Background: an optimization exercise with open tools, aiming at small area, a short achievable clock period and few clock cycles. Do not read the settings as production practice.
Function was checked by simulation only, so behaviour that the tests miss may differ from the original.
Power and IR drop assume default switching activity.

File: design/flow/flow/run.sh
#!/bin/bash
# Standard ORFS layout with these placement/CTS tweaks:
#  - port buffers use buf_2 (each port still gets its own buffer);
#  - after global placement, each output port's buffer is moved next to the
#    cell that drives it (outbuf_near.tcl), so the register drives a short
#    wire and the buffer drives the long one; detailed placement then
#    legalizes as usual;
#  - clock tree synthesis with ORFS's default arguments but without the
#    dummy loads it adds for balancing.
set -euo pipefail
export BUFFER_PORTS_ARGS="-buffer_cell sky130_fd_sc_hd__buf_2"
export POST_GLOBAL_PLACE_TCL="$PWD/flow/outbuf_near.tcl"
export CTS_ARGS="-sink_clustering_enable -repair_clock_nets -dont_use_dummy_load"
bash standard.sh > standard_flow.log 2>&1
File: design/flow/flow/outbuf_near.tcl
# Move each output port's buffer next to the cell that drives it, so the
# driving register sees a short wire and the buffer drives the long one.
set n 0
foreach bt [[ord::get_db_block] getBTerms] {
  if {[$bt getIoType] != "OUTPUT"} continue
  set net [$bt getNet]
  set buf ""
  foreach it [$net getITerms] { if {[$it isOutputSignal]} { set buf [$it getInst] } }
  if {$buf == ""} continue
  set drv ""
  foreach it [$buf getITerms] {
    if {[$it isInputSignal]} {
      set n2 [$it getNet]
      if {$n2 == "NULL"} continue
      foreach it2 [$n2 getITerms] { if {[$it2 isOutputSignal]} { set drv [$it2 getInst] } }
    }
  }
  if {$drv == ""} continue
  set loc [$drv getLocation]
  $buf setLocation [lindex $loc 0] [lindex $loc 1]
  incr n
}
puts "moved $n output buffers next to their drivers"
File: design/flow/standard.sh
#!/bin/bash
# synth_recipe.tcl (not shown) runs the flow's synth.tcl, then flattens the netlist and writes it again
# the make line also repeats each setting of config.mk as NAME=value (left out here)
make -C /OpenROAD-flow-scripts/flow DESIGN_CONFIG=/design/flow/config.mk WORK_HOME=/design/flow/orfs CLKGATE_MAP_FILE= SYNTH_SCRIPT=/design/flow/synth_recipe.tcl "${@:-finish}"
File: design/flow/config.mk
export PLATFORM = sky130hd
export DESIGN_NAME = attn_top
export DESIGN_NICKNAME = attn_top
export VERILOG_FILES = /design/flow/design.v
export SDC_FILE = /design/flow/constraint.sdc
export NUM_CORES = 4
export LEC_CHECK = 0
export CAP_MARGIN = 20
export CORE_MARGIN = 2
export CORE_UTILIZATION = 40
export GPL_ROUTABILITY_DRIVEN = 0
export SETUP_SLACK_MARGIN = 2.0
export SLEW_MARGIN = 20
File: design/flow/constraint.sdc
create_clock -name core_clock -period 4.0 [get_ports {I_CLK}]
set_input_delay 0.8000 -clock core_clock [delete_from_list [all_inputs] [get_ports {I_CLK}]]
set_output_delay 0.8000 -clock core_clock [all_outputs]
set_load 0.01 [all_outputs]
File: design/flow/design.v
`timescale 1ns/100ps
`default_nettype none
module attn_top (
    input  wire logic         I_CLK,
    input  wire logic         I_RST_N,
    input  wire logic         i_attn_start,
    input  wire logic         i_sa_vld,
    input  wire logic [127:0] i_sa_result,
    output logic              o_sa_start,
    output logic [127:0]      o_mat_1,
    output logic [127:0]      o_mat_2,
    output logic [127:0]      o_data_load,
    output logic              o_data_vld,
    output logic [127:0]      o_att_data,
    input  wire logic         i_bram_rd_vld,
    input  wire logic [127:0] i_bram_rd_mat,
    input  wire logic         i_bram_wr_done,
    output logic              o_rd_ena,
    output logic              o_wr_ena,
    output logic [1:0]        o_bram_sel_mat,
    output logic [0:0]        o_bram_sel_line,
    output logic [0:0]        o_bram_sel_col
);
    localparam int N_MEM = 36;
    localparam int N_SA  = 16;
    localparam logic [1:0] DST_A  = 2'd0;
    localparam logic [1:0] DST_B  = 2'd1;
    localparam logic [1:0] DST_BT = 2'd2;    
    localparam logic [1:0] DST_D  = 2'd3;
    localparam logic [1:0] RES_D  = 2'd0;
    localparam logic [1:0] RES_A3 = 2'd1;    
    localparam logic [1:0] RES_W  = 2'd2;
    logic [127:0] a_q, b_q, d_q, w_q;
    logic         running;
    logic [5:0]   mpc;           
    logic [4:0]   spc;           
    logic         mem_busy;
    logic         mem_wr;
    logic         sa_busy;
    logic       m_wr;
    logic [1:0] m_mat;
    logic       m_line;
    logic       m_col;
    logic [1:0] m_dst;
    logic       m_cap;           
    logic       m_nodep;
    logic [3:0] m_dep;
    logic [4:0] m_depm;
    always_comb begin
        m_wr = 1'b0; m_mat = 2'd0; m_line = 1'b0; m_col = 1'b0;
        m_dst = DST_A; m_cap = 1'b0; m_nodep = 1'b0; m_dep = 4'd0; m_depm = 5'd31;
        case (mpc)
            6'd0:  begin m_mat = 2'd0; m_line = 0; m_col = 0; m_dst = DST_A;  m_nodep = 1'b1; end
            6'd1:  begin m_mat = 2'd1; m_line = 0; m_col = 0; m_dst = DST_BT; m_nodep = 1'b1; end
            6'd2:  begin m_mat = 2'd0; m_line = 0; m_col = 1; m_dst = DST_A;  m_dep = 4'd0; m_depm = 5'd31; end
            6'd3:  begin m_mat = 2'd1; m_line = 0; m_col = 1; m_dst = DST_BT; m_dep = 4'd0; m_depm = 5'd31; end
            6'd4:  begin m_mat = 2'd2; m_line = 0; m_col = 0; m_dst = DST_B;  m_dep = 4'd1; m_depm = 5'd0; end
            6'd5:  begin m_mat = 2'd3; m_line = 0; m_col = 0; m_dst = DST_D;  m_dep = 4'd1; m_depm = 5'd0; end
            6'd6:  begin m_mat = 2'd2; m_line = 0; m_col = 1; m_dst = DST_B;  m_dep = 4'd2; m_depm = 5'd1; end
            6'd7:  begin m_mat = 2'd3; m_line = 0; m_col = 1; m_dst = DST_D;  m_dep = 4'd2; m_depm = 5'd1; end
            6'd8:  begin m_wr = 1'b1; m_mat = 2'd3; m_line = 0; m_col = 0; m_cap = 1'b1; m_dep = 4'd2; m_depm = 5'd1; end
            6'd9:  begin m_mat = 2'd0; m_line = 0; m_col = 0; m_dst = DST_A;  m_dep = 4'd3; m_depm = 5'd2; end
            6'd10: begin m_mat = 2'd1; m_line = 1; m_col = 0; m_dst = DST_BT; m_dep = 4'd3; m_depm = 5'd2; end
            6'd11: begin m_mat = 2'd0; m_line = 0; m_col = 1; m_dst = DST_A;  m_dep = 4'd4; m_depm = 5'd3; end
            6'd12: begin m_mat = 2'd1; m_line = 1; m_col = 1; m_dst = DST_BT; m_dep = 4'd4; m_depm = 5'd3; end
            6'd13: begin m_mat = 2'd2; m_line = 1; m_col = 1; m_dst = DST_B;  m_dep = 4'd5; m_depm = 5'd4; end
            6'd14: begin m_mat = 2'd2; m_line = 1; m_col = 0; m_dst = DST_B;  m_dep = 4'd6; m_depm = 5'd5; end
            6'd15: begin m_mat = 2'd3; m_line = 0; m_col = 0; m_dst = DST_D;  m_dep = 4'd6; m_depm = 5'd5; end
            6'd16: begin m_wr = 1'b1; m_mat = 2'd3; m_line = 0; m_col = 1; m_cap = 1'b1; m_dep = 4'd6; m_depm = 5'd5; end
            6'd17: begin m_mat = 2'd0; m_line = 1; m_col = 0; m_dst = DST_A;  m_dep = 4'd7; m_depm = 5'd6; end
            6'd18: begin m_mat = 2'd1; m_line = 0; m_col = 0; m_dst = DST_BT; m_dep = 4'd7; m_depm = 5'd6; end
            6'd19: begin m_mat = 2'd0; m_line = 1; m_col = 1; m_dst = DST_A;  m_dep = 4'd8; m_depm = 5'd7; end
            6'd20: begin m_mat = 2'd1; m_line = 0; m_col = 1; m_dst = DST_BT; m_dep = 4'd8; m_depm = 5'd7; end
            6'd21: begin m_wr = 1'b1; m_mat = 2'd3; m_line = 0; m_col = 0; m_cap = 1'b1; m_dep = 4'd7; m_depm = 5'd6; end
            6'd22: begin m_mat = 2'd2; m_line = 0; m_col = 0; m_dst = DST_B;  m_dep = 4'd9; m_depm = 5'd8; end
            6'd23: begin m_mat = 2'd3; m_line = 1; m_col = 0; m_dst = DST_D;  m_dep = 4'd9; m_depm = 5'd8; end
            6'd24: begin m_mat = 2'd2; m_line = 0; m_col = 1; m_dst = DST_B;  m_dep = 4'd10; m_depm = 5'd9; end
            6'd25: begin m_mat = 2'd3; m_line = 1; m_col = 1; m_dst = DST_D;  m_dep = 4'd10; m_depm = 5'd9; end
            6'd26: begin m_wr = 1'b1; m_mat = 2'd3; m_line = 1; m_col = 0; m_cap = 1'b1; m_dep = 4'd10; m_depm = 5'd9; end
            6'd27: begin m_mat = 2'd0; m_line = 1; m_col = 0; m_dst = DST_A;  m_dep = 4'd11; m_depm = 5'd10; end
            6'd28: begin m_mat = 2'd1; m_line = 1; m_col = 0; m_dst = DST_BT; m_dep = 4'd11; m_depm = 5'd10; end
            6'd29: begin m_mat = 2'd0; m_line = 1; m_col = 1; m_dst = DST_A;  m_dep = 4'd12; m_depm = 5'd11; end
            6'd30: begin m_mat = 2'd1; m_line = 1; m_col = 1; m_dst = DST_BT; m_dep = 4'd12; m_depm = 5'd11; end
            6'd31: begin m_mat = 2'd2; m_line = 1; m_col = 1; m_dst = DST_B;  m_dep = 4'd13; m_depm = 5'd12; end
            6'd32: begin m_mat = 2'd2; m_line = 1; m_col = 0; m_dst = DST_B;  m_dep = 4'd14; m_depm = 5'd13; end
            6'd33: begin m_mat = 2'd3; m_line = 1; m_col = 0; m_dst = DST_D;  m_dep = 4'd14; m_depm = 5'd13; end
            6'd34: begin m_wr = 1'b1; m_mat = 2'd3; m_line = 1; m_col = 1; m_cap = 1'b1; m_dep = 4'd14; m_depm = 5'd13; end
            6'd35: begin m_wr = 1'b1; m_mat = 2'd3; m_line = 1; m_col = 0; m_cap = 1'b1; m_dep = 4'd15; m_depm = 5'd14; end
            default: ;
        endcase
    end
    logic [5:0] s_need;
    logic [5:0] s_needm;
    always_comb begin
        case (spc[3:0])
            4'd0:  begin s_need = 6'd1; s_needm = 6'd0; end
            4'd1:  begin s_need = 6'd3; s_needm = 6'd2; end
            4'd2:  begin s_need = 6'd5; s_needm = 6'd4; end
            4'd3:  begin s_need = 6'd8; s_needm = 6'd7; end
            4'd4:  begin s_need = 6'd10; s_needm = 6'd9; end
            4'd5:  begin s_need = 6'd12; s_needm = 6'd11; end
            4'd6:  begin s_need = 6'd13; s_needm = 6'd12; end
            4'd7:  begin s_need = 6'd16; s_needm = 6'd15; end
            4'd8:  begin s_need = 6'd18; s_needm = 6'd17; end
            4'd9:  begin s_need = 6'd20; s_needm = 6'd19; end
            4'd10: begin s_need = 6'd23; s_needm = 6'd22; end
            4'd11: begin s_need = 6'd26; s_needm = 6'd25; end
            4'd12: begin s_need = 6'd28; s_needm = 6'd27; end
            4'd13: begin s_need = 6'd30; s_needm = 6'd29; end
            4'd14: begin s_need = 6'd31; s_needm = 6'd30; end
            default: begin s_need = 6'd34; s_needm = 6'd33; end
        endcase
    end
    logic       mc_wr;
    logic [1:0] mc_mat;
    logic       mc_line;
    logic       mc_col;
    logic [1:0] mc_dst;
    logic       mc_cap;
    logic       mc_nodep;
    logic [4:0] mc_dep;          
    logic [4:0] mc_depm;         
    logic [5:0] sc_need;         
    logic [5:0] sc_needm;        
    logic [1:0] sc_dst;          
    logic       sc_copy;         
    logic       sc_zero;         
    logic       m_end;
    logic       s_end;
    logic [1:0] m_age;           
    logic [1:0] s_age;           
    logic [4:0] ccap;            
    logic [5:0] mdone;           
    logic       f_st;            
    logic       f_stb;           
    logic       f_capa;          
    logic       f_capb;          
    logic       f_na;            
    logic       f_nb;            
    logic mem_ans;
    logic mem_free;
    logic sa_free;
    logic sa_ans;
    logic active;
    logic mem_go;
    logic start_go;              
    logic sa_go;                 
    logic rd_q, wr_q, st_q;
    logic dv_q;                  
    logic dep_ok;
    logic need_ok;
    logic last_done;
    assign mem_ans  = (rd_q && i_bram_rd_vld) || (wr_q && i_bram_wr_done);
    assign mem_free = !mem_busy || mem_ans;
    assign sa_ans   = sa_busy && i_sa_vld;
    assign sa_free  = !sa_busy || i_sa_vld;
    assign active   = running;
    assign start_go = i_attn_start && !running;
    assign dep_ok    = mc_nodep || (mc_cap ? (f_capa || (i_sa_vld && f_capb)) : (f_st || (sa_go && f_stb)));
    assign need_ok   = f_na || (mem_ans && f_nb);
    assign mem_go    = active && mem_free && m_age[1] && !m_end && dep_ok;
    assign sa_go     = active && sa_free && s_age[1] && !s_end && need_ok;
    assign last_done = m_end && mem_ans;
    always_ff @(posedge I_CLK) begin
        mc_wr    <= m_wr;
        mc_mat   <= m_mat;
        mc_line  <= m_line;
        mc_col   <= m_col;
        mc_dst   <= m_dst;
        mc_cap   <= m_cap;
        mc_nodep <= m_nodep;
        mc_dep   <= {1'b0, m_dep};
        mc_depm  <= m_depm;
        sc_need  <= s_need;
        sc_needm <= s_needm;
        m_end    <= (mpc == 6'(N_MEM));
        s_end    <= (spc == 5'(N_SA));
        case (spc[2:0])
            3'd0, 3'd4: sc_dst <= RES_D;
            3'd1, 3'd5: sc_dst <= RES_A3;
            default:    sc_dst <= RES_W;
        endcase
        sc_copy  <= (spc[2:0] == 3'd5);
        sc_zero  <= (spc[1:0] == 2'd3);
        f_st   <= sa_go   ? (spc >= mc_dep)    : (spc > mc_dep);
        f_stb  <= sa_go   ? (spc == mc_depm)   : (spc == mc_dep);
        f_capa <= sa_ans  ? (ccap >= mc_dep)   : (ccap > mc_dep);
        f_capb <= sa_ans  ? (ccap == mc_depm)  : (ccap == mc_dep);
        f_na   <= mem_ans ? (mdone >= sc_need) : (mdone > sc_need);
        f_nb   <= mem_ans ? (mdone == sc_needm) : (mdone == sc_need);
    end
    always_ff @(posedge I_CLK or negedge I_RST_N) begin
        if (!I_RST_N) begin
            ccap  <= '0;
            mdone <= '0;
            m_age <= 2'd2;
            s_age <= 2'd2;
        end else begin
            if (last_done) begin
                ccap  <= '0;
                mdone <= '0;
            end else begin
                if (sa_ans)  ccap  <= ccap + 5'd1;
                if (mem_ans) mdone <= mdone + 6'd1;
            end
            if (mem_go)              m_age <= '0;
            else if (start_go)       m_age <= 2'd1;
            else if (!m_age[1])      m_age <= m_age + 2'd1;
            if (sa_go)               s_age <= '0;
            else if (!s_age[1])      s_age <= s_age + 2'd1;
        end
    end
    logic ld_a, ld_b, ld_bt, ld_d;           
    logic rs_d, rs_a3, rs_w;                 
    logic do_copy, do_zero;
    always_ff @(posedge I_CLK or negedge I_RST_N) begin
        if (!I_RST_N) begin
            running         <= 1'b0;
            mpc             <= '0;
            spc             <= '0;
            mem_busy        <= 1'b0;
            mem_wr          <= 1'b0;
            rd_q            <= 1'b0;
            wr_q            <= 1'b0;
            o_bram_sel_mat  <= 2'd0;
            o_bram_sel_line <= 1'b0;
            o_bram_sel_col  <= 1'b0;
            sa_busy         <= 1'b0;
            st_q            <= 1'b0;
            dv_q            <= 1'b0;
            ld_a            <= 1'b0;
            ld_b            <= 1'b0;
            ld_bt           <= 1'b0;
            ld_d            <= 1'b0;
            rs_d            <= 1'b0;
            rs_a3           <= 1'b0;
            rs_w            <= 1'b0;
            do_copy         <= 1'b0;
            do_zero         <= 1'b1;
        end else begin
            if (start_go) running <= 1'b1;
            if (last_done) begin
                running  <= 1'b0;
                mpc      <= '0;
                spc      <= '0;
                mem_busy        <= 1'b0;
                rd_q            <= 1'b0;
                wr_q            <= 1'b0;
                o_bram_sel_mat  <= 2'd0;     
                o_bram_sel_line <= 1'b0;
                o_bram_sel_col  <= 1'b0;
            end else if (start_go) begin
                mpc             <= 6'd1;
                mem_busy        <= 1'b1;
                mem_wr          <= 1'b0;
                rd_q            <= 1'b1;
            end else if (mem_go) begin
                mpc             <= mpc + 6'd1;
                mem_busy        <= 1'b1;
                mem_wr          <= mc_wr;
                rd_q            <= !mc_wr;
                wr_q            <= mc_wr;
                o_bram_sel_mat  <= mc_mat;
                o_bram_sel_line <= mc_line;
                o_bram_sel_col  <= mc_col;
            end else if (mem_ans) begin
                mem_busy <= 1'b0;
                rd_q     <= 1'b0;
                wr_q     <= 1'b0;
            end
            if (start_go) begin
                ld_a  <= 1'b1;
            end else if (mem_go) begin
                ld_a  <= !mc_wr && (mc_dst == DST_A);
                ld_b  <= !mc_wr && (mc_dst == DST_B);
                ld_bt <= !mc_wr && (mc_dst == DST_BT);
                ld_d  <= !mc_wr && (mc_dst == DST_D);
            end else if (mem_ans) begin
                ld_a  <= 1'b0;
                ld_b  <= 1'b0;
                ld_bt <= 1'b0;
                ld_d  <= 1'b0;
            end
            st_q       <= sa_go;
            dv_q       <= last_done;
            do_copy    <= sa_go && sc_copy;
            do_zero    <= (sa_go && sc_zero) || !running || last_done;
            if (sa_go) begin
                spc     <= spc + 5'd1;
                sa_busy <= 1'b1;
                rs_d    <= (sc_dst == RES_D);
                rs_a3   <= (sc_dst == RES_A3);
                rs_w    <= (sc_dst == RES_W);
            end else if (i_sa_vld) begin
                sa_busy <= 1'b0;
                rs_d    <= 1'b0;
                rs_a3   <= 1'b0;
                rs_w    <= 1'b0;
            end
        end
    end
    logic [127:0] rd_t;
    logic [127:0] res3;
    for (genvar r = 0; r < 4; r++) begin : g_r
        for (genvar c = 0; c < 4; c++) begin : g_c
            assign rd_t[(c*4+r)*8 +: 8] = i_bram_rd_mat[(r*4+c)*8 +: 8];
        end
    end
    for (genvar e = 0; e < 16; e++) begin : g_x3
        assign res3[e*8 +: 8] = i_sa_result[e*8 +: 8] + {i_sa_result[e*8 +: 7], 1'b0};
    end
    always_ff @(posedge I_CLK) begin
        if (ld_a)
            a_q <= i_bram_rd_mat;
        else if (rs_a3)
            a_q <= res3;
        if (ld_b)
            b_q <= i_bram_rd_mat;
        else if (ld_bt)
            b_q <= rd_t;
        if (do_zero || ld_d || rs_d || do_copy)
            d_q <= ({128{ld_d}} & i_bram_rd_mat) |
                   ({128{rs_d}} & i_sa_result) |
                   ({128{do_copy}} & w_q);
        if (rs_w)
            w_q <= i_sa_result;
    end
    assign o_rd_ena    = rd_q;
    assign o_wr_ena    = wr_q;
    assign o_sa_start  = st_q;
    assign o_data_vld  = dv_q;
    assign o_mat_1     = a_q;
    assign o_mat_2     = b_q;
    assign o_data_load = d_q;
    assign o_att_data  = w_q;
endmodule
`default_nettype wire
==> run notes, run 1 <==
- Min cycle time layout: between 2 and 2.5 ns
- Fin. Hold Viols: 0
- Worst skew pair latency: ~0.62 ns
- Max_cap viols: 0
- Dpl ws: 1.162 ns
- Max incr delay on CP: approximately 0.43 ns
- HPWL after DPL: between 70000 and 80000 um
- CTS sink cnt: 598
- I/O pins: 782
- Top delay family on crit path: flip-flops
- DR pass1 iterations: 10
- Tot Pwr: about 27 mW
- Crit path depth: 1
- Switching Share: 0.3830
- CP bufs+invs: 1
- Reg power frac: 0.405
- Synth Flop Type: edfxtp_1
- Status: complete, no violations
- Fin nets: approximately 3400
- Power share of the clock group: 0.193
- Final setup fails: 0
- Number of flops mapped to enable cells by yosys: about 510
- CP endpoint: o_mat_2[81]
- Mean Syn Cell Area: between 10 and 15 um2
- Die Height: around 270 um
- CP Launch Type: register
- Ys async rst share: 0.07692
- Maximum VDD drop: 0.4645 mV
- Syn Nets: about 2600
- Reg-to-Reg Start: do_copy$_DFF_PN0_
- Global-route congestion overflow total: 0
- Worst-path clk slew: ~0.06 ns
- R2r setup slk: around 2.0 ns
- First-pass GRT wire length: between 150000 and 200000 um
- Worst path required time: ~3.2 ns
- CTS tree: built
- Arr. time, crit path: about 1.2 ns
- Slowest-stage cell, CP: edfxtp_1
- Share of cells above drive strength 1: 0.3866
- Synthesized instance count: 2180
- RSZ-0062 raised after global routing: true
- Combinational share of power: 0.401
- Most frequent cells in the layout: buf_2, edfxtp_1, inv_1
- DR vias: between 20000 and 25000
- # DRC: 0
- Reg2reg end: d_q[71]$_DFFE_PP_
- Setup crit start: b_q[81]$_DFFE_PP_
- P&R area growth vs syn: 27.38%
- Ys Warns: 1
- Total track usage: 0.2949
- Critical path cell sequence: buf_6
- Vias in the first global route: ~22000
- Post-synth cell types: 74
- Number of synthesized register bits: between 500 and 600
- CTS Buf Count: 68
- Ranking of synthesized cells by area: edfxtp_1, ha_1, mux2_2
- WL/cell: between 20 and 30 um
- Mapped Area: 0.02852 mm2
- NetSw: between 10 and 15 mW
- Final period util: 0.5046
- Initial drt markers: about 3100
- Via density: between 5 and 6
- Die X: between 200 and 300 um
- H-Tree Depth: 3
- Setup CP Type: reg -> out
- Worst slew margin relative to its limit: 0.3864
- Pint: about 17 mW
- Most common cell after layout, fill and taps aside: buf_2
- Core Rows: 97
- Setup Skew: 0.05014 ns
- Pwr Density: about 760 mW/mm2
- Area of the die: 0.07345 mm2
- Core area: between 0.07 and 0.08 mm2
- Final number of max-transition violations: 0
- Hold Path Class: in -> async
- Pin count of the biggest net entering global routing: 130
- Highest Clock Rate: 495.4 MHz
- Root buffer cell: clkbuf_16
- Overall routed net length: 112800 um
- Post-synth top area share: 0.5391
- Antenna Nets Post-Route: 0
- CP Capture Type: output pin
- Static leakage: around 15 nW
- Cell taking the most area after synthesis: edfxtp_1
- Initial antenna violation count: 12
- Sum of negative setup slack: 0 ns
- Worst-Margin Slew: between 0.9 and 1 ns
- Seq/Total Area, Yosys: 0.6077
- Reg2Reg Depth: 2
- PortBufs: between 700 and 800
- Clk buf depth: 3
- Initial Utilization: 0.4058
- PnR worst setup slack: between 1.5 and 2 ns
- Worst-path fanout max: 1
cell type report:
type                    count  area (um2)
diodes                      9       22.52
inverters                 221       843.3
well taps                 940        1176
fillers                  6146       33950
repair buffers            856        4923
clock buffers              68        1702
flip-flops and latches    598       17370
multi-input cells        1252       10290
registers in the layout (all words and copies together), names as in the netlist, 4 cells and up:
register / cells
b_q: 128
spc: 5
sc_need: 6
mc_depm: 5
d_q: 128
ccap: 5
sc_needm: 5
mc_dep: 4
mdone: 6
a_q: 128
w_q: 128
mpc: 6
worst min-delay path by stage:
stage	from	to	slack (ns)	depth (start not counted)
6_report	I_RST_N	mem_busy$_DFFE_PN0P_	0.29	1
5_1_grt	I_RST_N	running$_DFFE_PN0P_	0.34	1
4_1_cts	I_RST_N	rs_w$_DFFE_PN0P_	0.29	1
3_5_place_dp	sc_copy$_DFF_P_	do_copy$_DFF_PN0_	0.42	1
3_3_place_gp	sc_copy$_DFF_P_	do_copy$_DFF_PN0_	0.43	1
2_1_floorplan	sc_zero$_DFF_P_	do_zero$_DFF_PN1_	0.40	2
per-layer routing:
metal / up-vias / GRT usage / wire length [um]
met2: 1413 / 0.4763 / 53210
met5: - / 0 / 21
met3: 215 / 0.07890 / 12010
met1: 11390 / 0.3847 / 43690
li1: 9956 / - / -
met4: 4 / 0.09712 / 3829
per-stage QoR:
stage | hold slack, ns | std cells | utilization | instance area [um2]
floorplan | 0.3972 | 2180 | - | 28900
global placement | 0.4312 | 3807 | 0.4799 | 33720
detailed placement | 0.4245 | 3807 | 0.4799 | 33720
CTS | 0.2935 | 3923 | 0.5134 | 36080
global route | 0.3386 | 3940 | 0.5168 | 36320
finish | 0.2855 | 3944 | 0.5169 | 36330
what timing repair did:
item	4_1_cts	5_1_grt
endpoints found under the setup margin	650	63
hold buffers	0	0
buffers inserted	44	10
resized for setup	40	33
cloned	4	2
pin swaps	9	6
power groups by stage:
| stage | Combinational (mW) | Sequential, mW | Clock, mW |
|---|---|---|---|
| final | 11.0 | 11.1 | 5.31 |
| after global placement | 9.57 | 11.4 | 0 |
| after CTS | 10.9 | 11.1 | 5.40 |
| after floorplan | 4.71 | 12.0 | 0 |
| after global routing | 11.7 | 11.4 | 5.61 |
| after detailed placement | 9.99 | 11.3 | 0 |
synth_stat cells (all sizes together) (38+ instances only):
cell / instances
xor2: 49
a21oi: 74
a222oi: 137
clkbuf: 100
inv: 221
nand3: 40
edfxtp: 512
ha: 132
dfxtp: 40
o21ai: 117
dfrtp: 43
mux2: 131
nor2: 62
nor3: 38
nand2: 113
cells by family after synthesis:
family | share of synthesized area
adders and majority gates | 0.06914
AOI/OAI and AO/OA | 0.1309
buffers and inverters | 0.04427
and+or+nand+nor | 0.06568
muxes | 0.05717
DFF | 0.6077
xor gates and xnor gates | 0.02518
Testbench counts, summed over its fixed seeds: cycles 8,704.
==> run 2: changes to the inputs <==
--- a/design/flow/config.mk
+++ b/design/flow/config.mk
@@ -11,2 +11,3 @@
 export GPL_ROUTABILITY_DRIVEN = 0
+export GPL_TIMING_DRIVEN = 0
 export SETUP_SLACK_MARGIN = 2.0
==> run notes, run 2 <==
- Worst-path clk slew: about 0.060 ns
- Hold Path Class: in -> async
- Seq/Total Area, Yosys: 0.6077
- WL/cell: approximately 32 um
- Root buffer cell: clkbuf_16
- Synthesized instance count: roughly 2200
- Share of cells above drive strength 1: 0.3935
- PortBufs: 781
- Setup Skew: between 0.06 and 0.07 ns
- Synth cell count leaders: edfxtp_1, inv_1, a222oi_1, ha_1, mux2_2
- Ys async rst share: 0.07692
- Status: complete, no violations
- Filler instances: just over 6000
- Setup CP Type: reg -> reg
- Final setup fails: 0
- Die Height: roughly 270 um
- Pint: roughly 18 mW
- DR vias: between 20000 and 25000
- Worst slew margin relative to its limit: 0.2606
- Arr. time, crit path: between 2 and 3 ns
- Clk buf depth: 3
- Total track usage: 0.3407
- Number of flops mapped to enable cells by yosys: a little over 500
- Placed cell areas: approximately 0.034 mm2
- GR Util met1: 0.4345
- Maximum VDD drop: 0.4559 mV
- # DRC: 0
- Fin. Hold Viols: 0
- Global-route congestion overflow total: 0
- Mapped Area: between 0.02 and 0.03 mm2
- Core area: ~0.07 mm2
- Most common cell after layout, fill and taps aside: buf_2
- Sum of negative setup slack: 0 ns
- Syn Nets: roughly 2600
- CP Launch Type: register
- Pin count of the biggest net entering global routing: 49
- Highest Clock Rate: between 400 and 500 MHz
- I/O pins: a little under 800
- Post-synth cell types: 74
- Antenna Nets Post-Route: 0
- Gr busiest metal: met2
- Die X: approximately 270 um
- RSZ-0062 raised after global routing: true
- Max_cap viols: 0
- Fin nets: ~3500
- DR pass1 iterations: 10
- Final number of max-transition violations: 0
- Final instance area: between 0.03 and 0.04 mm2
- Vias in the first global route: between 20000 and 25000
- Met2 GRT Util: 0.5437
- CP Capture Type: register
- Worst-Margin Slew: ~1.1 ns
- NetSw: 11.46 mW
- Dpl ws: -0.07109 ns
- Final period util: 0.5087
- Area of the die: between 0.07 and 0.08 mm2
- Met3 Usage GRT: 0.08902
- Pwr Density: 784.0 mW/mm2
- Ys Warns: 1
- Switching Share: 0.3938
- P&R area growth vs syn: 30.11%
- CTS sink cnt: between 500 and 600
- Core Rows: between 90 and 100
- Overall routed net length: between 100000 and 150000 um
- Post-synth top area share: 0.5391
- Initial Utilization: 0.4058
- Power share of the clock group: 0.186
- Hold buffers post-CTS: 0
- PnR worst setup slack: 1.965 ns
- Ranking of synthesized cells by area: edfxtp_1, ha_1, mux2_2
- Initial antenna violation count: 15
- Area occupied by registers: around 0.017 mm2
- Reg power frac: 0.371
- Fin cells: a little over 4000
- CTS Buf Count: 69
- Combinational share of power: 0.443
- Synth Flop Type: edfxtp_1
- Static leakage: 15.94 nW
- Worst-path fanout max: 4
- Most frequent cell after synthesis: edfxtp_1
- Min cycle time layout: between 2 and 2.5 ns
- Via density: roughly 6
- CTS tree: built
- Total placed cells including tap cells: just under 4000
- Initial drt markers: approximately 3600
- Area of the multi-input gates: roughly 0.010 mm2
- First-pass GRT wire length: 178400 um
- Number of synthesized register bits: around 600
- HPWL after DPL: approximately 96000 um
- Most frequent cells in the layout: buf_2, edfxtp_1, inv_1
- Worst skew pair latency: 0.62 ns
- Cell taking the most area after synthesis: edfxtp_1
- Worst path required time: roughly 4.5 ns
- Min Hold Slack: 0.2301 ns
- Mean Syn Cell Area: ~13 um2
- H-Tree Depth: 3
run 2: cell counts after synthesis:
No cell type changed its count.
run 2: power by group through the flow:
stage	clock network (mW)	registers (mW)	logic, mW
5_1_grt	5.67	11.0	13.5
2_1_floorplan	0	12.0	4.71
3_3_place_gp	0	11.3	10.6
6_report	5.42	10.8	12.9
3_5_place_dp	0	10.8	11.5
4_1_cts	5.47	10.8	12.5
run 2: repair_timing:
item                       in CTS  in global routing
gates cloned                    7                  1
resized for setup             122                 44
setup endpoints to repair     671                146
pin swaps                      13                 12
setup buffers                  31                 21
run 2: path summary, 6_finish.rpt:
| path | start | end | slack, ns | cells after the start |
|---|---|---|---|---|
| worst min-delay path | I_RST_N | dv_q$_DFF_PN0_ | 0.23 | 1 |
| worst max register to register | rd_q$_DFFE_PN0P_ | mpc[5]$_DFFE_PN0P_ | 1.97 | 5 |
| max in group asynchronous | I_RST_N | rs_w$_DFFE_PN0P_ | 3.23 | 1 |
| min in group core_clock | i_bram_rd_mat[40] | b_q[40]$_DFFE_PP_ | 0.39 | 1 |
| worst max-delay path | rd_q$_DFFE_PN0P_ | mpc[5]$_DFFE_PN0P_ | 1.97 | 5 |
| worst min register to register | sc_copy$_DFF_P_ | do_copy$_DFF_PN0_ | 0.44 | 1 |
run 2: kinds of logic after synthesis:
| kind of cell | share of synthesized area |
|---|---|
| AOI/OAI and AO/OA | 0.1309 |
| xor gates and xnor gates | 0.02518 |
| buffers and inverters | 0.04427 |
| muxes | 0.05717 |
| adders and majority gates | 0.06914 |
| and+or+nand+nor | 0.06568 |
| DFF | 0.6077 |
run 2: cell type report:
type | count | share of cell area
Buffer | 113 | 0.02178
Timing Repair Buffer | 851 | 0.1312
Inverter | 221 | 0.02246
Multi-Input combinational cell | 1251 | 0.2785
Tap cell | 940 | 0.03170
Clock buffer | 69 | 0.04653
Sequential cell | 598 | 0.4673
Antenna cell | 8 | 0.0005395
run 2: critical path: stages (launching register included):
cell and delay (ns):
dfrtp_2 0.44, a22oi_2 0.15, a211o_4 0.37, or3_4 0.36, or4_4 0.49, a21oi_2 0.14
run 2: layer usage:
metal / vias up / share of wire
met1: 12100 / 0.37
met2: 1772 / 0.46
met4: 16 / 0.054
met5: - / 0.0012
met3: 383 / 0.12
li1: 10160 / -
run 2: through the flow:
stage | power, mW | util
2_1_floorplan | 16.68 | -
3_3_place_gp | 21.86 | 0.4836
3_5_place_dp | 22.37 | 0.4878
4_1_cts | 28.76 | 0.5239
5_1_grt | 30.19 | 0.5279
6_report | 29.09 | 0.5280
==> run 3: changes to the inputs <==
--- a/design/flow/config.mk
+++ b/design/flow/config.mk
@@ -9,5 +9,4 @@
 export CORE_MARGIN = 2
-export CORE_UTILIZATION = 40
+export CORE_UTILIZATION = 45
 export GPL_ROUTABILITY_DRIVEN = 0
-export GPL_TIMING_DRIVEN = 0
 export SETUP_SLACK_MARGIN = 2.0
==> run notes, run 3 <==
- Status: complete, no violations
- CTS Buf Count: 69
- Hold Path Class: in -> async
- Most common cell after layout, fill and taps aside: buf_2
- Syn Nets: ~2600
- Tot Pwr: between 20 and 30 mW
- Most frequent cells in the layout: buf_2, edfxtp_1, inv_1
- Synth cell count leaders: edfxtp_1, inv_1, a222oi_1, ha_1, mux2_2
- Die Height: between 200 and 300 um
- PortBufs: between 700 and 800
- Hold buffers post-CTS: 0
- H-Tree Depth: 3
- Pin count of the biggest net entering global routing: approximately 110
- Ranking of synthesized cells by area: edfxtp_1, ha_1, mux2_2
- Ys Warns: 1
- Arr. time, crit path: about 2.2 ns
- Setup CP Type: reg -> reg
- Via density: 5.905
- Vias in the first global route: between 20000 and 25000
- Die X: 255.7 um
- Post-synth cell types: between 70 and 80
- Fin. Hold Viols: 0
- Initial drt markers: around 2900
- Antenna Nets Post-Route: 0
- Area of the die: approximately 0.065 mm2
- # DRC: 0
- Root buffer cell: clkbuf_16
- Highest Clock Rate: just under 500 MHz
- Worst slew margin relative to its limit: 0.4336
- Clk buf depth: 3
- Static leakage: roughly 15 nW
- DR pass1 iterations: 8
- DR vias: 22700
- Overall routed net length: 108000 um
- I/O pins: 782
- Most frequent cell after synthesis: edfxtp_1
- Mean Syn Cell Area: approximately 13 um2
- Seq/Total Area, Yosys: 0.6077
- Synthesized instance count: roughly 2200
- Worst-Margin Slew: between 0.8 and 0.9 ns
- Core area: about 0.063 mm2
- Number of flops mapped to enable cells by yosys: 512
- CTS tree: built
- Sum of negative setup slack: 0 ns
- Core Rows: 92
- Final number of max-transition violations: 0
- CP Capture Type: register
- Global-route congestion overflow total: 0
- Worst-path clk slew: 0.05 ns
- Initial antenna violation count: 14
- Worst skew pair latency: 0.61 ns
- RSZ-0062 raised after global routing: true
- CTS sink cnt: 598
- Number of synthesized register bits: 598
- Synth Flop Type: edfxtp_1
- Filler instances: between 5000 and 6000
- Post-synth top area share: 0.5391
- Worst path required time: approximately 4.2 ns
- Maximum VDD drop: around 0.61 mV
- Initial Utilization: 0.4538
- Pwr Density: between 700 and 800 mW/mm2
- P&R area growth vs syn: 26.57%
- Final period util: 0.5066
- CP Launch Type: register
- Share of cells above drive strength 1: 0.3856
- HPWL after DPL: around 76000 um
- Mapped Area: around 0.029 mm2
- Cell taking the most area after synthesis: edfxtp_1
- Final setup fails: 0
- Fin nets: between 3000 and 4000
- Ys async rst share: 0.07692
- Min cycle time layout: slightly above 2 ns
- Max_cap viols: 0
- First-pass GRT wire length: approximately 150000 um
- Setup Skew: between 0.03 and 0.04 ns
- Total track usage: 0.3165
- WL/cell: 28.09 um
- Worst-path fanout max: 48
run 3: final timing paths:
check	from	to	slack (ns)	depth (start not counted)
setup / recovery	ld_a$_DFFE_PN0P_	a_q[38]$_DFFE_PP_	1.97	3
hold / removal	I_RST_N	mdone[1]$_DFFE_PN0P_	0.29	1
setup reg to reg	ld_a$_DFFE_PN0P_	a_q[38]$_DFFE_PP_	1.97	3
hold reg to reg	mc_mat[0]$_DFF_P_	o_bram_sel_mat[0]$_DFFE_PN0P_	0.44	2
max in group asynchronous	I_RST_N	do_zero$_DFF_PN1_	2.92	2
min in group core_clock	i_bram_rd_mat[124]	b_q[124]$_DFFE_PP_	0.42	1
run 3: power by group:
group          leakage [nW]  switching [mW]  internal (mW)
clock                 0.850            2.35           3.02
sequential             5.69            1.12           9.99
combinational          8.89            6.98           3.88
total                  15.4            10.4           16.9
run 3: critical path, stage by stage (launching register included):
cell and delay (ns):
dfrtp_4 0.56, clkbuf_2 0.23, or2_4 0.16, buf_4 0.60
run 3: logic make-up (layout without fill, tap and decap cells):
| group | Yosys count | after routing | share of synthesized area |
|---|---|---|---|
| xor+xnor | 82 | 82 | 0.02518 |
| flops | 598 | 598 | 0.6077 |
| other cells | 0 | 8 | 0 |
| buf+inv | 334 | 1143 | 0.04427 |
| fa+ha+maj | 148 | 148 | 0.06914 |
| simple gates | 372 | 373 | 0.06568 |
| compound gates | 502 | 502 | 0.1309 |
| mux | 144 | 144 | 0.05717 |
run 3: layout make-up:
type / instances / area, um2 / area share
flip-flops and latches: 598 / 17370 / 0.4811
multi-input cells: 1249 / 10260 / 0.2844
repair buffers: 853 / 4818 / 0.1335
clock buffers: 69 / 1727 / 0.04783
well taps: 846 / 1059 / 0.02932
inverters: 221 / 843.3 / 0.02336
diodes: 8 / 20.02 / 0.0005546
run 3: layer usage:
metal / vias to the layer above / part of all wire / GRT usage
li1: 9926 / - / -
met1: 11220 / 0.39 / 0.4103
met2: 1352 / 0.47 / 0.5057
met3: 194 / 0.11 / 0.09249
met4: 6 / 0.036 / 0.1157
met5: - / 0.00031 / 0
run 3: per-stage QoR:
stage            util  std cells  instance area (um2)  worst slack, ns  hold slack [ns]
4_1_cts        0.5676       3806                35680            1.982           0.2636
3_3_place_gp   0.5346       3713                33600            1.207           0.4454
6_report       0.5743       3844                36100            1.973           0.2939
2_1_floorplan       -       2180                28900            1.761           0.3972
5_1_grt        0.5743       3843                36090            1.943           0.3367
3_5_place_dp   0.5346       3713                33600            1.166           0.4240
run 3: repair_timing:
item                                    CTS  global route
pin swaps                                 7             7
buffers inserted                         23            28
gates resized for setup                  42            35
endpoints found under the setup margin  249           103
cloned                                    1             2
==> run 4: changes to the inputs <==
--- a/design/flow/config.mk
+++ b/design/flow/config.mk
@@ -7,7 +7,7 @@
 export LEC_CHECK = 0
-export CAP_MARGIN = 20
+export CAP_MARGIN = 10
 export CORE_MARGIN = 2
-export CORE_UTILIZATION = 45
+export CORE_UTILIZATION = 40
 export GPL_ROUTABILITY_DRIVEN = 0
 export SETUP_SLACK_MARGIN = 2.0
-export SLEW_MARGIN = 20
+export SLEW_MARGIN = 10
==> run notes, run 4 <==
- Via density: about 5.9
- Pwr Density: 756.9 mW/mm2
- Setup CP Type: reg -> out
- Synth Flop Type: edfxtp_1
- GR Util met1: 0.3847
- Sum of negative setup slack: 0 ns
- Static leakage: roughly 15 nW
- Mean Syn Cell Area: between 10 and 15 um2
- PortBufs: about 780
- Worst slew margin relative to its limit: 0.3801
- Cell taking the most area after synthesis: edfxtp_1
- Pin count of the biggest net entering global routing: between 100 and 150
- Core Util, Final: 0.5169
- Met2 GRT Util: 0.4763
- CP Launch Type: register
- Ranking of synthesized cells by area: edfxtp_1, ha_1, mux2_2
- I/O pins: between 700 and 800
- Worst-Margin Slew: slightly above 0.9 ns
- HPWL after DPL: between 70000 and 80000 um
- Post-synth top area share: 0.5391
- Status: complete, no violations
- Vias in the first global route: ~22000
- Initial antenna violation count: 12
- CTS sink cnt: around 600
- Max_cap viols: 0
- CP Capture Type: output pin
- Final number of max-transition violations: 0
- Share of cells above drive strength 1: 0.3866
- Fin nets: 3407
- First-pass GRT wire length: 158300 um
- RSZ-0062 raised after global routing: true
- Min cycle time layout: between 2 and 2.5 ns
- Die X: 271.0 um
- Core area: around 0.07 mm2
- Worst skew pair latency: 0.62 ns
- Initial Utilization: 0.4058
- Global-route congestion overflow total: 0
- Ys Warns: 1
- Mapped Area: 0.02852 mm2
- Post-synth cell types: 74
- Setup Skew: roughly 0.052 ns
- Root buffer cell: clkbuf_16
- DR pass1 iterations: 13
- Final period util: 0.5055
- Syn Nets: about 2600
- DR vias: roughly 23000
- Area occupied by registers: between 0.015 and 0.02 mm2
- H-Tree Depth: 3
- Total track usage: 0.2949
- Top delay family on crit path: flip-flops
- CP bufs+invs: 1
- Critical path cell sequence: buf_6
- Number of flops mapped to enable cells by yosys: roughly 510
- Core Rows: between 90 and 100
- Ys async rst share: 0.07692
- Seq/Total Area, Yosys: 0.6077
- CTS Buf Count: 68
- WL/cell: between 20 and 30 um
- Dpl ws: 1.162 ns
- Overall routed net length: ~110000 um
- Area of the multi-input gates: 0.01029 mm2
- PnR worst setup slack: 1.978 ns
- Final setup fails: 0
- Synth cell count leaders: edfxtp_1, inv_1, a222oi_1, ha_1, mux2_2
- Die Height: 271.0 um
- Hold Path Class: in -> async
- Slowest-stage cell, CP: edfxtp_1
- Most frequent cells in the layout: buf_2, edfxtp_1, inv_1
- # DRC: 0
- Clk buf depth: 3
- Highest Clock Rate: 494.5 MHz
- Initial drt markers: 2996
- Antenna Nets Post-Route: 0
- P&R area growth vs syn: 27.36%
- Filler instances: 6149
- Area of the die: ~0.073 mm2
- Max incr delay on CP: between 0.4 and 0.5 ns
- Worst path required time: 3.20 ns
- Fin. Hold Viols: 0
- Gr busiest metal: met2
- Synthesized instance count: about 2200
- Number of synthesized register bits: approximately 600
- Most frequent cell after synthesis: edfxtp_1
- Worst-path fanout max: 1
- Maximum VDD drop: between 0.4 and 0.5 mV
- Most common cell after layout, fill and taps aside: buf_2
- Met3 Usage GRT: 0.07890
- CTS tree: built
- Worst-path clk slew: 0.06 ns
- Arr. time, crit path: ~1.2 ns
-- run 4: cell counts after synthesis --
No cell type changed its count.
-- run 4: path summary, 6_finish.rpt --
path / startpoint / endpoint / slack (ns) / cells after the start
hold reg to reg: sc_copy$_DFF_P_ / do_copy$_DFF_PN0_ / 0.43 / 1
setup reg to reg: do_copy$_DFF_PN0_ / d_q[47]$_DFFE_PP_ / 2.01 / 2
setup / recovery: b_q[81]$_DFFE_PP_ / o_mat_2[81] / 1.98 / 1
max in group asynchronous: I_RST_N / mpc[3]$_DFFE_PN0P_ / 3.01 / 2
min in group core_clock: i_sa_result[79] / w_q[79]$_DFFE_PP_ / 0.42 / 1
hold / removal: I_RST_N / mem_busy$_DFFE_PN0P_ / 0.29 / 1
-- run 4: layout make-up --
class,count,area share
flip-flops and latches,598,0.4781
multi-input cells,1252,0.2834
repair buffers,856,0.1356
clock buffers,68,0.04685
well taps,940,0.03238
inverters,221,0.02322
diodes,7,0.0004823
-- run 4: timing repair --
item,4_1_cts,5_1_grt
endpoints found under the setup margin,650,68
gates resized for setup,40,34
pin swaps,9,6
cloned,4,2
hold buffers,0,0
setup buffers,44,10
-- run 4: cells by family after synthesis --
family                   Yosys count  synth area share
buffers and inverters            334           0.04427
multiplexers                     144           0.05717
AO/OA/AOI/OAI                    502            0.1309
XOR/XNOR                          82           0.02518
flip-flops                       598            0.6077
adder cells (fa/ha/maj)          148           0.06914
AND/OR/NAND/NOR                  372           0.06568
-- run 4: routing by layer --
| metal | routed length (um) | vias up |
|---|---|---|
| met5 | 21 | - |
| met4 | 3938 | 4 |
| met3 | 12350 | 217 |
| met2 | 53010 | 1403 |
| met1 | 43440 | 11540 |
| li1 | - | 9947 |
-- run 4: per-stage QoR --
| step | area [um2] | hold slack [ns] | total power [mW] | instances |
|---|---|---|---|---|
| 6_report | 36320 | 0.2856 | 27.49 | 3942 |
| 5_1_grt | 36320 | 0.3386 | 28.70 | 3940 |
| 4_1_cts | 36080 | 0.2935 | 27.37 | 3923 |
| 3_5_place_dp | 33720 | 0.4245 | 21.32 | 3807 |
| 3_3_place_gp | 33720 | 0.4312 | 21.01 | 3807 |
| 2_1_floorplan | 28900 | 0.3972 | 16.68 | 2180 |
-- run 4: where the power goes --
part,switching [mW],leakage (nW),internal [mW]
Clock,2.33,0.838,2.98
Sequential,1.16,5.69,9.98
Combinational,7.05,8.94,3.99
==> run 5: changes to the inputs <==
--- a/design/flow/design.v
+++ b/design/flow/design.v
@@ -131,3 +131,2 @@
     logic [1:0] s_age;           
-    logic [4:0] ccap;            
     logic [5:0] mdone;           
@@ -135,6 +134,7 @@
     logic       f_stb;           
-    logic       f_capa;          
-    logic       f_capb;          
     logic       f_na;            
     logic       f_nb;            
+    logic ld_a, ld_b, ld_bt, ld_d;           
+    logic rs_d, rs_a3, rs_w;                 
+    logic do_copy, do_zero;
     logic mem_ans;
@@ -142,3 +142,2 @@
     logic sa_free;
-    logic sa_ans;
     logic active;
@@ -154,3 +153,2 @@
     assign mem_free = !mem_busy || mem_ans;
-    assign sa_ans   = sa_busy && i_sa_vld;
     assign sa_free  = !sa_busy || i_sa_vld;
@@ -158,3 +156,3 @@
     assign start_go = i_attn_start && !running;
-    assign dep_ok    = mc_nodep || (mc_cap ? (f_capa || (i_sa_vld && f_capb)) : (f_st || (sa_go && f_stb)));
+    assign dep_ok    = mc_nodep || (mc_cap ? (f_st && !(rs_w && !i_sa_vld)) : (f_st || (sa_go && f_stb)));
     assign need_ok   = f_na || (mem_ans && f_nb);
@@ -186,4 +184,2 @@
         f_stb  <= sa_go   ? (spc == mc_depm)   : (spc == mc_dep);
-        f_capa <= sa_ans  ? (ccap >= mc_dep)   : (ccap > mc_dep);
-        f_capb <= sa_ans  ? (ccap == mc_depm)  : (ccap == mc_dep);
         f_na   <= mem_ans ? (mdone >= sc_need) : (mdone > sc_need);
@@ -193,3 +189,2 @@
         if (!I_RST_N) begin
-            ccap  <= '0;
             mdone <= '0;
@@ -199,6 +194,4 @@
             if (last_done) begin
-                ccap  <= '0;
                 mdone <= '0;
             end else begin
-                if (sa_ans)  ccap  <= ccap + 5'd1;
                 if (mem_ans) mdone <= mdone + 6'd1;
@@ -212,5 +205,2 @@
     end
-    logic ld_a, ld_b, ld_bt, ld_d;           
-    logic rs_d, rs_a3, rs_w;                 
-    logic do_copy, do_zero;
     always_ff @(posedge I_CLK or negedge I_RST_N) begin
--- a/design/flow/config.mk
+++ b/design/flow/config.mk
@@ -7,3 +7,3 @@
 export LEC_CHECK = 0
-export CAP_MARGIN = 10
+export CAP_MARGIN = 20
 export CORE_MARGIN = 2
@@ -12,2 +12,2 @@
 export SETUP_SLACK_MARGIN = 2.0
-export SLEW_MARGIN = 10
+export SLEW_MARGIN = 20
==> run notes, run 5 <==
- Hold buffers post-CTS: 0
- Antenna Nets Post-Route: 0
- CTS tree: built
- Pwr Density: slightly below 800 mW/mm2
- Most common cell after layout, fill and taps aside: buf_2
- Final setup fails: 0
- Mux cell area share after synthesis: 0.05665
- Share of cells above drive strength 1: 0.3944
- H-Tree Depth: 3
- Sum of negative setup slack: 0 ns
- Core Rows: between 90 and 100
- Worst skew pair latency: just over 0.6 ns
- Initial Utilization: 0.4035
- Highest Clock Rate: about 490 MHz
- Worst slew margin relative to its limit: 0.1490
- Total track usage: 0.2908
- RSZ-0062 raised after global routing: true
- Core area: between 0.06 and 0.07 mm2
- Worst-Margin Slew: 1.277 ns
- WL/cell: ~28 um
- PortBufs: 781
- Synth cell count leaders: edfxtp_1, inv_1, a222oi_1, mux2_2, ha_1
- Hold Path Class: in -> async
- Number of synthesized register bits: between 500 and 600
- Maximum VDD drop: 0.4482 mV
- Area of the die: between 0.07 and 0.08 mm2
- Worst path required time: approximately 4.2 ns
- Fin nets: 3366
- Root buffer cell: clkbuf_16
- Synthesized instance count: approximately 2100
- Vias in the first global route: 21820
- Initial antenna violation count: 17
- Cell taking the most area after synthesis: edfxtp_1
- First-pass GRT wire length: roughly 160000 um
- Setup CP Type: reg -> reg
- Synth Area in Simple Gates: 0.06312
- Compound-Gate Fraction of Synth Area: 0.1344
- Worst-path fanout max: 59
- HPWL after DPL: about 80000 um
- Global-route congestion overflow total: 0
- CP Launch Type: register
- Static leakage: around 15 nW
- Fin. Hold Viols: 0
- Most frequent cell after synthesis: edfxtp_1
- Ys Warns: 1
- I/O pins: roughly 800
- CP Capture Type: register
- Tot Pwr: around 28 mW
- CTS sink cnt: around 590
- Pin count of the biggest net entering global routing: 130
- Largest family of logic cells by synthesized area: compound AO/OA/AOI/OAI gates
- Initial drt markers: 2766
- Arr. time, crit path: between 2 and 2.5 ns
- Dpl ws: around 1.4 ns
- Ranking of synthesized cells by area: edfxtp_1, ha_1, mux2_2
- Ys async rst share: 0.06937
- Max_cap viols: 0
- PnR worst setup slack: ~2 ns
- Most frequent cells in the layout: buf_2, edfxtp_1, inv_1
- Die Height: 269.5 um
- Post-synth top area share: 0.5451
- Final period util: 0.5062
- Seq/Total Area, Yosys: 0.6086
- Clk buf depth: 3
- Die X: ~270 um
- Number of flops mapped to enable cells by yosys: slightly above 500
- Status: complete, no violations
- Mapped Area: roughly 0.028 mm2
- Final number of max-transition violations: 0
- Mean Syn Cell Area: approximately 13 um2
- CTS Buf Count: roughly 70
- Setup Skew: between 0.04 and 0.05 ns
- P&R area growth vs syn: 27.50%
- Worst-path clk slew: roughly 0.060 ns
- Total placed cells including tap cells: about 3800
- Filler instances: 6134
- Synth Flop Type: edfxtp_1
- Post-synth cell types: roughly 80
- DR vias: between 20000 and 25000
- DR pass1 iterations: 10
- Min cycle time layout: slightly above 2 ns
- Via density: approximately 5.8
- Fin cells: between 3000 and 4000
- Overall routed net length: 109700 um
- Synth Area in Adders: 0.06769
- Post-synthesis xor/xnor area fraction: 0.02267
- # DRC: 0
- Syn Nets: roughly 2500
==> run 5: changes by cell type after synthesis, sizes merged, moves of 7 or more <==
cell | before | now
a21oi | 74 | 81
clkbuf | 100 | 71
nor2 | 62 | 53
xor2 | 49 | 42
o21ai | 117 | 105
buf | 13 | 39
==> run 5: worst max-delay path, stage by stage (launching register included) <==
cell	delay, ns
dfrtp_4	0.55
or4_4	0.65
buf_12	0.21
==> run 5: per-stage QoR <==
stage	instance area (um2)	hold slack, ns	utilization
4_1_cts	35570	0.3583	0.5088
3_5_place_dp	33350	0.4286	0.4771
3_3_place_gp	33350	0.4171	0.4771
6_report	35960	0.3612	0.5144
5_1_grt	35940	0.3883	0.5142
2_1_floorplan	28530	0.3972	-
==> run 5: path summary, 6_finish.rpt <==
check                                   from                          end  slack (ns)  depth (start not counted)
max                         ld_d$_DFFE_PN0P_            d_q[99]$_DFFE_PP_        1.98                          2
min                                  I_RST_N  o_bram_sel_line$_DFFE_PN0P_        0.36                          1
max reg2reg                 ld_d$_DFFE_PN0P_            d_q[99]$_DFFE_PP_        1.98                          2
min reg2reg                  mc_line$_DFF_P_  o_bram_sel_line$_DFFE_PN0P_        0.43                          2
max in group asynchronous            I_RST_N             rs_d$_DFFE_PN0P_        2.94                          1
min in group core_clock    i_bram_rd_mat[80]            b_q[80]$_DFFE_PP_        0.42                          1
==> run 5: logic make-up (layout without fill, tap and decap cells) <==
group | Yosys count | in the layout
xor+xnor | 73 | 73
buf+inv | 335 | 1155
compound gates | 502 | 502
flops | 591 | 591
simple gates | 350 | 353
fa+ha+maj | 143 | 143
mux | 142 | 142
other cells | 0 | 12
==> run 5: repair_timing <==
item | 4_1_cts | 5_1_grt
cloned | 4 | 1
pin swaps | 3 | 0
endpoints found under the setup margin | 417 | 99
setup buffers | 37 | 23
resized for setup | 34 | 45
==> run 5: area by class of cell <==
type / instances / area [um2] / share of cell area
Sequential cell: 591 / 17200 / 0.4783
Inverter: 225 / 862.1 / 0.02397
Timing Repair Buffer: 862 / 4960 / 0.1379
Tap cell: 940 / 1176 / 0.03270
Clock buffer: 68 / 1702 / 0.04732
Antenna cell: 12 / 30.03 / 0.0008350
Multi-Input combinational cell: 1213 / 10030 / 0.2790
==> run 5: routing by layer <==
| metal | global-route usage | routed length [um] | vias up |
|---|---|---|---|
| li1 | - | - | 9821 |
| met1 | 0.3593 | 41490 | 11100 |
| met2 | 0.4669 | 50740 | 1345 |
| met3 | 0.09600 | 12340 | 242 |
| met4 | 0.1246 | 5102 | 8 |
| met5 | 0 | 54 | - |
==> run 5: power breakdown <==
group	switching [mW]	leakage [nW]	total [mW]	internal, mW
Combinational	7.53	8.81	11.6	4.09
Sequential	1.06	5.64	11.2	10.2
Clock	2.35	0.838	5.33	2.98
Total	10.9	15.3	28.2	17.2
Testbench counts of run 5, summed over its fixed seeds: cycles 8,704.
==> run 6: changes to the inputs <==
==> design/flow/flow/run.sh (replaced) <==
#!/bin/bash
# Standard ORFS layout with two placement tweaks:
#  - port buffers use buf_2 (each port still gets its own buffer);
#  - after global placement, each output port's buffer is moved next to the
#    cell that drives it (outbuf_near.tcl), so the register drives a short
#    wire and the buffer drives the long one; detailed placement then
#    legalizes as usual.
set -euo pipefail
export BUFFER_PORTS_ARGS="-buffer_cell sky130_fd_sc_hd__buf_2"
export POST_GLOBAL_PLACE_TCL="$PWD/flow/outbuf_near.tcl"
bash standard.sh > standard_flow.log 2>&1
==> run notes, run 6 <==
- Ys async rst share: 0.06937
- Final instance area: roughly 0.037 mm2
- Initial Utilization: 0.4035
- Worst skew pair latency: around 0.61 ns
- Setup CP Type: reg -> out
- Core area: between 0.06 and 0.07 mm2
- Switching Share: 0.3841
- Fin. Hold Viols: 0
- Dpl ws: between 1 and 1.5 ns
- Hold Path Class: in -> async
- Power share of the clock group: 0.213
- Post-synth top area share: 0.5451
- Most frequent cell after synthesis: edfxtp_1
- Critical path cell sequence: buf_6
- Synthesized instance count: 2136
- Worst-path fanout max: 1
- Setup Skew: around 0.032 ns
- Worst-Margin Slew: between 1 and 1.5 ns
- Pint: about 18 mW
- Area of the die: 0.07265 mm2
- Antenna Nets Post-Route: 0
- CP Launch Type: register
- Fin nets: around 3400
- Worst-path clk slew: ~0.060 ns
- Maximum VDD drop: between 0.4 and 0.5 mV
- Ranking of synthesized cells by area: edfxtp_1, ha_1, mux2_2
- CTS tree: built
- Fin cells: roughly 4000
- Worst path required time: about 3.2 ns
- # DRC: 0
- Synth Flop Type: edfxtp_1
- Initial antenna violation count: 20
- Min cycle time layout: ~2 ns
- Highest Clock Rate: ~500 MHz
- Worst slew margin relative to its limit: 0.1660
- HPWL after DPL: just under 80000 um
- Reg power frac: 0.384
- Final period util: 0.5061
- Post-synth cell types: a little over 80
- CP Capture Type: output pin
- Die X: 269.5 um
- Synth cell count leaders: edfxtp_1, inv_1, a222oi_1, mux2_2, ha_1
- Vias in the first global route: 21840
- Total placed cells including tap cells: about 3800
- Slowest-stage cell, CP: edfxtp_1
- CTS Buf Count: 68
- P&R area growth vs syn: 30.63%
- Seq/Total Area, Yosys: 0.6086
- Core Rows: just under 100
- Clk buf depth: 3
- Syn Nets: 2541
- Status: complete, no violations
- Combinational share of power: 0.403
- DR vias: about 23000
- PnR worst setup slack: 1.976 ns
- NetSw: between 10 and 15 mW
- Sum of negative setup slack: 0 ns
- WL/cell: 27.66 um
- I/O pins: 782
- H-Tree Depth: 3
- Most frequent cells in the layout: buf_2, edfxtp_1, inv_1
- Cell taking the most area after synthesis: edfxtp_1
- Arr. time, crit path: roughly 1.2 ns
- Top delay family on crit path: flip-flops
- Placed cell areas: 0.03335 mm2
- Max_cap viols: 0
- Static leakage: approximately 16 nW
- DR pass1 iterations: 8
- Mean Syn Cell Area: around 13 um2
- PortBufs: 781
- Ys Warns: 1
- Total track usage: 0.2902
- Mapped Area: 0.02821 mm2
- Overall routed net length: about 110000 um
- RSZ-0062 raised after global routing: true
- Die Height: around 270 um
- Root buffer cell: clkbuf_16
- CP bufs+invs: 1
- Filler instances: about 6100
- Number of synthesized register bits: approximately 590
- Final number of max-transition violations: 0
- Via density: about 5.7
- Initial drt markers: between 2000 and 3000
- Share of cells above drive strength 1: 0.4016
- Global-route congestion overflow total: 0
- CTS sink cnt: slightly below 600
- Pin count of the biggest net entering global routing: 130
- Max incr delay on CP: between 0.4 and 0.5 ns
- Most common cell after layout, fill and taps aside: buf_2
- Pwr Density: about 800 mW/mm2
- Final setup fails: 0
- First-pass GRT wire length: roughly 160000 um
- Number of flops mapped to enable cells by yosys: a little over 500
run 6: cell counts after synthesis:
No cell type changed its count.
run 6: final timing paths:
kind | slack, ns | end | startpoint | depth (start not counted)
max | 1.98 | o_mat_2[82] | b_q[82]$_DFFE_PP_ | 1
min | 0.35 | mpc[4]$_DFFE_PN0P_ | I_RST_N | 1
max reg2reg | 1.99 | d_q[99]$_DFFE_PP_ | ld_d$_DFFE_PN0P_ | 2
min reg2reg | 0.45 | do_zero$_DFF_PN1_ | sc_zero$_DFF_P_ | 2
max in group asynchronous | 2.94 | rs_d$_DFFE_PN0P_ | I_RST_N | 1
min in group core_clock | 0.41 | b_q[6]$_DFFE_PP_ | i_bram_rd_mat[6] | 1
run 6: kinds of logic (layout without fill, tap and decap cells):
kind of cell	count (synthesis)	after routing	share of synthesized area
DFF	591	591	0.6086
AOI/OAI and AO/OA	502	502	0.1344
and+or+nand+nor	350	354	0.06312
buffers and inverters	335	1235	0.04693
adders and majority gates	143	143	0.06769
muxes	142	142	0.05665
xor gates and xnor gates	73	73	0.02267
other	0	10	0
run 6: timing repair:
item	CTS	global route
setup endpoints to repair	430	288
hold buffers	0	0
gates cloned	4	2
resized for setup	64	92
pin swaps	4	1
setup buffers	39	48
run 6: area by class of cell:
cell class	count	area [um2]	area share
diodes	10	25.02	0.0006792
clock buffers	86	1812	0.04917
clock inverters	35	362.8	0.009848
inverters	225	862.1	0.02340
multi-input cells	1214	10040	0.2724
flip-flops and latches	591	17200	0.4668
well taps	940	1176	0.03192
repair buffers	889	5371	0.1458
run 6: metal layers:
layer	vias up	track usage	wire length [um]
met5	-	0	55
met4	8	0.1260	5541
met3	242	0.1030	12720
met2	1330	0.4663	51040
met1	11190	0.3525	40990
li1	9942	-	-
run 6: power by group through the flow:
stage               clock [mW]  sequential, mW  combinational, mW
finish                    6.22            11.2               11.8
global route              6.57            11.5               12.5
detailed placement           0            11.4               10.7
global placement             0            11.5               10.3
CTS                       6.33            11.3               11.3
floorplan                    0            12.2               4.92
run 6: metrics by stage:
step           hold slack [ns]  total power [mW]    util
2_1_floorplan           0.3972             17.16       -
3_3_place_gp            0.4171             21.86  0.4771
3_5_place_dp            0.4286             22.09  0.4771
4_1_cts                 0.3390             28.94  0.5164
5_1_grt                 0.3833             30.58  0.5270
6_report                0.3500             29.25  0.5271

-- afterwards: timing with drivers on the ports --
The flow's constraints put no driver on any port. The routed layouts listed below were extracted and timed again, unchanged, in two steps. Step 1: set_driving_cell puts a clkbuf_16 on I_CLK and a buf_2 on each other input, an assumption about the parent block. Step 2 moves the port delays by t, midway between the first and last clock arrival at a register: inputs arrive t later, outputs are due t later. That takes back most of the time a late clock gives input paths. Three values: ideal ports, drivers, drivers and shift; two values: the first two.
| run | t (ns) | setup slack, ns | worst hold slack (ns) | worst register clock-pin slew, ns |
|---|---|---|---|---|
| run 1 | 0.651 | 1.981 / 1.915 / 1.441 | 0.286 / 0.244 / 0.432 | 0.06 / 0.06 |
| run 2 | 0.657 | 1.965 / 1.923 / 1.434 | 0.230 / 0.193 / 0.436 | 0.06 / 0.06 |
| run 3 | 0.649 | 1.973 / 1.930 / 1.446 | 0.294 / 0.260 / 0.441 | 0.06 / 0.06 |
| run 4 | 0.651 | 1.978 / 1.913 / 1.445 | 0.286 / 0.245 / 0.433 | 0.06 / 0.06 |
| run 5 | 0.649 | 1.975 / 1.913 / 1.413 | 0.361 / 0.345 / 0.432 | 0.06 / 0.06 |
| run 6 | 0.663 | 1.976 / 1.908 / 1.437 | 0.350 / 0.334 / 0.447 | 0.06 / 0.06 |
After both steps every run listed still meets setup and hold. The setup slack of run 5, which loses most, moves by -0.062 ns with the drivers and by -0.562 ns with both steps.
